What follows belongs to an exercise in optimizing a design on an open flow for small area and a short achievable clock period; a production flow would make more cautious choices. At most, simulation tests tie the RTL to the original design; equivalence was not proved. Power is estimated from default activity; no workload was simulated.

## willow
==> flow/design.v <==
`default_nettype none
package sw_alloc_pkg;
    localparam int NUM_PORT     = 5;
    localparam int NUM_VC       = 6;
    localparam int BYPASS_VC    = 4;
    localparam int NUM_DS_VC    = NUM_VC - 2;
    localparam int NUM_NET_PORT = 4;
    localparam int LOCAL_PORT   = 4;
    localparam int TIME_WIDTH   = 8;
    localparam int BUFFER_DEPTH = 4;
    typedef logic [NUM_PORT-1:0] port_vec_t;
    typedef logic [$clog2(NUM_PORT+1)-1:0] pc_idx_t;
    localparam pc_idx_t NULL_PC = pc_idx_t'(NUM_PORT);
    typedef logic [$clog2(NUM_VC)-1:0] vc_idx_t;
    typedef logic [$clog2(NUM_DS_VC)-1:0] ds_vc_idx_t;
    typedef logic [NUM_DS_VC-1:0] ds_vc_vec_t;
    typedef logic [TIME_WIDTH-1:0] age_t;
    typedef logic [$clog2(BUFFER_DEPTH+1)-1:0] credit_t;
endpackage
`default_nettype wire
`timescale 1ns/1ns
`default_nettype none
module vc_arbiter (
    input  wire [29:0] req,       
    input  wire [47:0] age,       
    output wire [2:0]  sel_vc,
    output wire [7:0]  win_age,
    output wire [4:0]  win_req,
    output wire        byp        
);
    wire [5:0] cand [9];
    wire [5:0] hit  [8];
    wire [5:0] first;
    for (genvar v = 0; v < 6; v++) begin : g_act
        assign cand[8][v] = |req[v*5 +: 5];
    end
    for (genvar b = 7; b >= 0; b--) begin : g_bit
        for (genvar v = 0; v < 6; v++) begin : g_v
            assign hit[b][v] = cand[b+1][v] & age[v*8 + b];
        end
        assign win_age[b] = |hit[b];
        assign cand[b] = win_age[b] ? hit[b] : cand[b+1];
    end
    assign first[0] = cand[0][0];
    for (genvar v = 1; v < 6; v++) begin : g_first
        assign first[v] = cand[0][v] & ~|cand[0][v-1:0];
    end
    assign win_req = ({5{first[0]}} & req[ 0 +: 5]) | ({5{first[1]}} & req[ 5 +: 5])
                   | ({5{first[2]}} & req[10 +: 5]) | ({5{first[3]}} & req[15 +: 5])
                   | ({5{first[4]}} & req[20 +: 5]) | ({5{first[5]}} & req[25 +: 5]);
    assign sel_vc = {first[4] | first[5], first[2] | first[3], first[1] | first[3] | first[5]};
    assign byp    = first[4];
endmodule
`default_nettype wire
`timescale 1ns/1ns
`default_nettype none
module output_arbiter (
    input  wire [24:0] win_req,    
    input  wire [39:0] win_age,    
    input  wire [15:0] avail,      
    output wire [14:0] sel_pc,
    output wire [9:0]  vc_new,
    output wire [15:0] consume,
    output wire [24:0] gnt         
);
    function automatic logic age_ge(input logic [7:0] a, input logic [7:0] b);
        logic gt, lt, gt_n, lt_n;
        gt = 1'b0;
        lt = 1'b0;
        for (int k = 7; k >= 0; k--) begin
            gt_n = gt | (~lt & a[k] & ~b[k]);
            lt_n = lt | (~gt & ~a[k] & b[k]);
            gt = gt_n;
            lt = lt_n;
        end
        age_ge = ~lt;
    endfunction
    wire beats [5][5];
    for (genvar i = 0; i < 5; i++) begin : g_cmp_i
        for (genvar j = 0; j < 5; j++) begin : g_cmp_j
            if (i < j) begin : g_lo
                assign beats[i][j] = age_ge(win_age[i*8 +: 8], win_age[j*8 +: 8]);
            end else if (i > j) begin : g_hi
                assign beats[i][j] = ~beats[j][i];
            end else begin : g_eq
                assign beats[i][j] = 1'b1;
            end
        end
    end
    for (genvar o = 0; o < 5; o++) begin : g_out
        wire [4:0] rq;
        wire       ok;
        wire       any;
        for (genvar i = 0; i < 5; i++) begin : g_rq
            assign rq[i] = win_req[i*5 + o];
        end
        if (o < 4) begin : g_net
            wire [3:0] av = avail[o*4 +: 4];
            assign ok = |av;
            assign vc_new[o*2 +: 2] = {~av[0] & ~av[1], ~av[0] & (av[1] | ~av[2])};
            assign consume[o*4 +: 4] = {4{any}} & {~|av[2:0] , av[2] & ~|av[1:0], av[1] & ~av[0], av[0]};
        end else begin : g_loc
            assign ok = 1'b1;
            assign vc_new[o*2 +: 2] = 2'd0;
        end
        for (genvar i = 0; i < 5; i++) begin : g_g
            wire [4:0] lose;
            for (genvar j = 0; j < 5; j++) begin : g_j
                if (j == i) begin : g_s
                    assign lose[j] = 1'b0;
                end else begin : g_o
                    assign lose[j] = rq[j] & beats[j][i];
                end
            end
            assign gnt[i*5 + o] = ok & rq[i] & ~|lose;
        end
        assign any = ok & |rq;
        assign sel_pc[o*3 +: 3] = {gnt[4*5+o] | ~any, gnt[2*5+o] | gnt[3*5+o], gnt[1*5+o] | gnt[3*5+o] | ~any};
    end
endmodule
`default_nettype wire
`timescale 1ns/1ns
`default_nettype none
module credit_tracker (
    input  wire clk,
    input  wire arst_n,
    input  wire consume,
    input  wire credit_return_in,
    output wire avail
);
    reg  [2:0] s;
    wire [2:0] s_d;
    wire       c = consume;
    wire       r = credit_return_in;
    assign s_d[0] = s[0] ^ c ^ r;
    assign s_d[1] = (s[1] & c) | s[2] | (s[1] & ~r) | (s[0] & c & ~r);
    assign s_d[2] = (s[2] & c) | (s[1] & c & ~r) | (s[2] & ~r) | (s[2] & ~s[0]);
    always @(posedge clk or negedge arst_n) begin
        if (!arst_n) begin
            s <= 3'b000;
        end else begin
            s <= s_d;
        end
    end
    assign avail = s[0] | ~s[2];
endmodule
`default_nettype wire
`timescale 1ns/1ns
`default_nettype none
module alloc_feedback (
    input  wire [24:0] win_req,    
    input  wire [24:0] gnt,        
    input  wire [3:0]  byp,        
    output wire [24:0] uppv,
    output wire [3:0]  grant_new
);
    assign uppv = win_req & ~gnt;
    for (genvar i = 0; i < 4; i++) begin : g_byp
        assign grant_new[i] = byp[i] & |gnt[i*5 +: 5];
    end
endmodule
`default_nettype wire
`timescale 1ns/1ns
`default_nettype none
module lookahead_sw_alloc (
    input  wire           clk,
    input  wire           arst_n,
    input  wire [149:0]   req,
    input  wire [239:0]   age,
    input  wire [15:0]    credit_return_in,
    output wire [14:0]    sel_vc,
    output wire [14:0]    sel_pc,
    output wire [9:0]     vc_new,
    output wire [15:0]    credit_return_out,
    output wire [24:0]    uppv,
    output wire [3:0]     grant_new
);
    wire [39:0] win_age;
    wire [24:0] win_req;
    wire [4:0]  byp;
    wire [15:0] avail;
    wire [24:0] gnt;
    for (genvar i = 0; i < 5; i++) begin : g_in
        vc_arbiter u_vc_arb (
            .req     (req[i*30 +: 30]),
            .age     (age[i*48 +: 48]),
            .sel_vc  (sel_vc[i*3 +: 3]),
            .win_age (win_age[i*8 +: 8]),
            .win_req (win_req[i*5 +: 5]),
            .byp     (byp[i])
        );
    end
    output_arbiter u_out_arb (
        .win_req (win_req),
        .win_age (win_age),
        .avail   (avail),
        .sel_pc  (sel_pc),
        .vc_new  (vc_new),
        .consume (credit_return_out),
        .gnt     (gnt)
    );
    for (genvar k = 0; k < 16; k++) begin : g_cred
        credit_tracker u_credit (
            .clk              (clk),
            .arst_n           (arst_n),
            .consume          (credit_return_out[k]),
            .credit_return_in (credit_return_in[k]),
            .avail            (avail[k])
        );
    end
    alloc_feedback u_feedback (
        .win_req   (win_req),
        .gnt       (gnt),
        .byp       (byp[3:0]),
        .uppv      (uppv),
        .grant_new (grant_new)
    );
endmodule
`default_nettype wire
Settings: LEC_CHECK=0, ABC_AREA=1, CAP_MARGIN=20, CORE_MARGIN=2, CORE_UTILIZATION=40, SLEW_MARGIN=20; clock period 29.0 ns.
standard.sh (not shown) runs the stock make flow with config.mk's settings and CLKGATE_MAP_FILE= SYNTH_SCRIPT=/design/flow/synth_recipe.tcl, a recipe that flattens the netlist after the stock synthesis.
==> flow/flow/run.sh <==
#!/bin/bash
# Standard layout, except that synthesis maps the logic with an area-first
# ABC script (flow/abc_min.script) in place of ORFS's. Everything else,
# registers included, is the standard synthesis and flow.
set -euo pipefail
W=$(pwd)
F=$W/flow
{
    echo "proc abc {args} {"
    echo "    set i [lsearch -exact \$args -script]"
    echo "    if {\$i >= 0} { lset args [expr {\$i + 1}] $F/abc_min.script }"
    echo "    yosys abc {*}\$args"
    echo "}"
    cat "$W/synth_recipe.tcl"
} > "$W/own_synth.tcl"
sed "s#SYNTH_SCRIPT=[^ ]*#SYNTH_SCRIPT=$W/own_synth.tcl#" "$W/standard.sh" > "$W/own_standard.sh"
export SETUP_SLACK_MARGIN=8
export BUFFER_PORTS_ARGS="-buffer_cell sky130_fd_sc_hd__buf_1"
bash "$W/own_standard.sh" synth > "$W/synth.log" 2>&1
bash "$W/own_standard.sh" > "$W/layout.log" 2>&1
==> flow/flow/abc_min.script <==
strash
&get -n
&dch -f
&nf -R 100
&put
buffer -c
upsize -c
dnsize -c
The following lists how garnet was set up differently from willow:
==> flow/design.v, changed modules only <==
module output_arbiter (
    input  wire [24:0] win_req,    
    input  wire [39:0] win_age,    
    input  wire [15:0] avail,      
    output wire [14:0] sel_pc,
    output wire [9:0]  vc_new,
    output wire [15:0] consume,
    output wire [24:0] gnt         
);
    function automatic logic age_ge(input logic [7:0] a, input logic [7:0] b);
        logic c;
        c = 1'b1;
        for (int k = 0; k < 8; k++) begin
            c = (a[k] & ~b[k]) | ((a[k] | ~b[k]) & c);
        end
        age_ge = c;
    endfunction
    wire beats [5][5];
    for (genvar i = 0; i < 5; i++) begin : g_cmp_i
        for (genvar j = 0; j < 5; j++) begin : g_cmp_j
            if (i < j) begin : g_lo
                assign beats[i][j] = age_ge(win_age[i*8 +: 8], win_age[j*8 +: 8]);
            end else if (i > j) begin : g_hi
                assign beats[i][j] = ~beats[j][i];
            end else begin : g_eq
                assign beats[i][j] = 1'b1;
            end
        end
    end
    for (genvar o = 0; o < 5; o++) begin : g_out
        wire [4:0] rq;
        wire       ok;
        wire       any;
        for (genvar i = 0; i < 5; i++) begin : g_rq
            assign rq[i] = win_req[i*5 + o];
        end
        if (o < 4) begin : g_net
            wire [3:0] av = avail[o*4 +: 4];
            assign ok = |av;
            assign vc_new[o*2 +: 2] = {~av[0] & ~av[1], ~av[0] & (av[1] | ~av[2])};
            assign consume[o*4 +: 4] = {4{any}} & {~|av[2:0] , av[2] & ~|av[1:0], av[1] & ~av[0], av[0]};
        end else begin : g_loc
            assign ok = 1'b1;
            assign vc_new[o*2 +: 2] = 2'd0;
        end
        for (genvar i = 0; i < 5; i++) begin : g_g
            wire [4:0] lose;
            for (genvar j = 0; j < 5; j++) begin : g_j
                if (j == i) begin : g_s
                    assign lose[j] = 1'b0;
                end else begin : g_o
                    assign lose[j] = rq[j] & beats[j][i];
                end
            end
            assign gnt[i*5 + o] = ok & rq[i] & ~|lose;
        end
        assign any = ok & |rq;
        assign sel_pc[o*3 +: 3] = {gnt[4*5+o] | ~any, gnt[2*5+o] | gnt[3*5+o], gnt[1*5+o] | gnt[3*5+o] | ~any};
    end
endmodule
==> comparison <==
Overall power after layout: lower on garnet. NOTE: worst-path maximum fanout in garnet falls short of that of willow. garnet ends up with a well tap count that is about 12% lower than in willow. Run comparison: willow timing endpoint of the critical path grant_new[1]; garnet timing endpoint of the critical path grant_new[0]. garnet against willow: met2 usage in global routing grew by 5.0 points; synthesized cell count saw a decrease; transition time at the pin with the least slew margin shows an increase of 290 ps.
Function not checked in willow: the RTL went through the layout flow alone.

-- static timing again, ports no longer ideal --
No port has a modelled driver above. Below, the same layouts with a new extraction and two added sets of constraints.
Step 1, drivers: a clkbuf_16 drives clk and a buf_2 each remaining input, both assumed.
Step 2 times the ports against the registers' clock, not the clock port: input delays grow and output delays shrink by t, the midpoint of the rising clock arrivals with the driver on.
Three values: ideal ports, drivers, drivers and shift; two values: the first two.
run	t (ns)	setup WS [ns]	pins driven straight from the clock port
willow	0.324	8.532 / 8.509 / 8.509	1
garnet	0.323	8.380 / 8.359 / 8.359	1
After both steps setup and hold are still met in every run listed. For willow, which loses most, drivers alone change the setup slack by -0.023 ns; drivers and shift together by -0.023 ns.
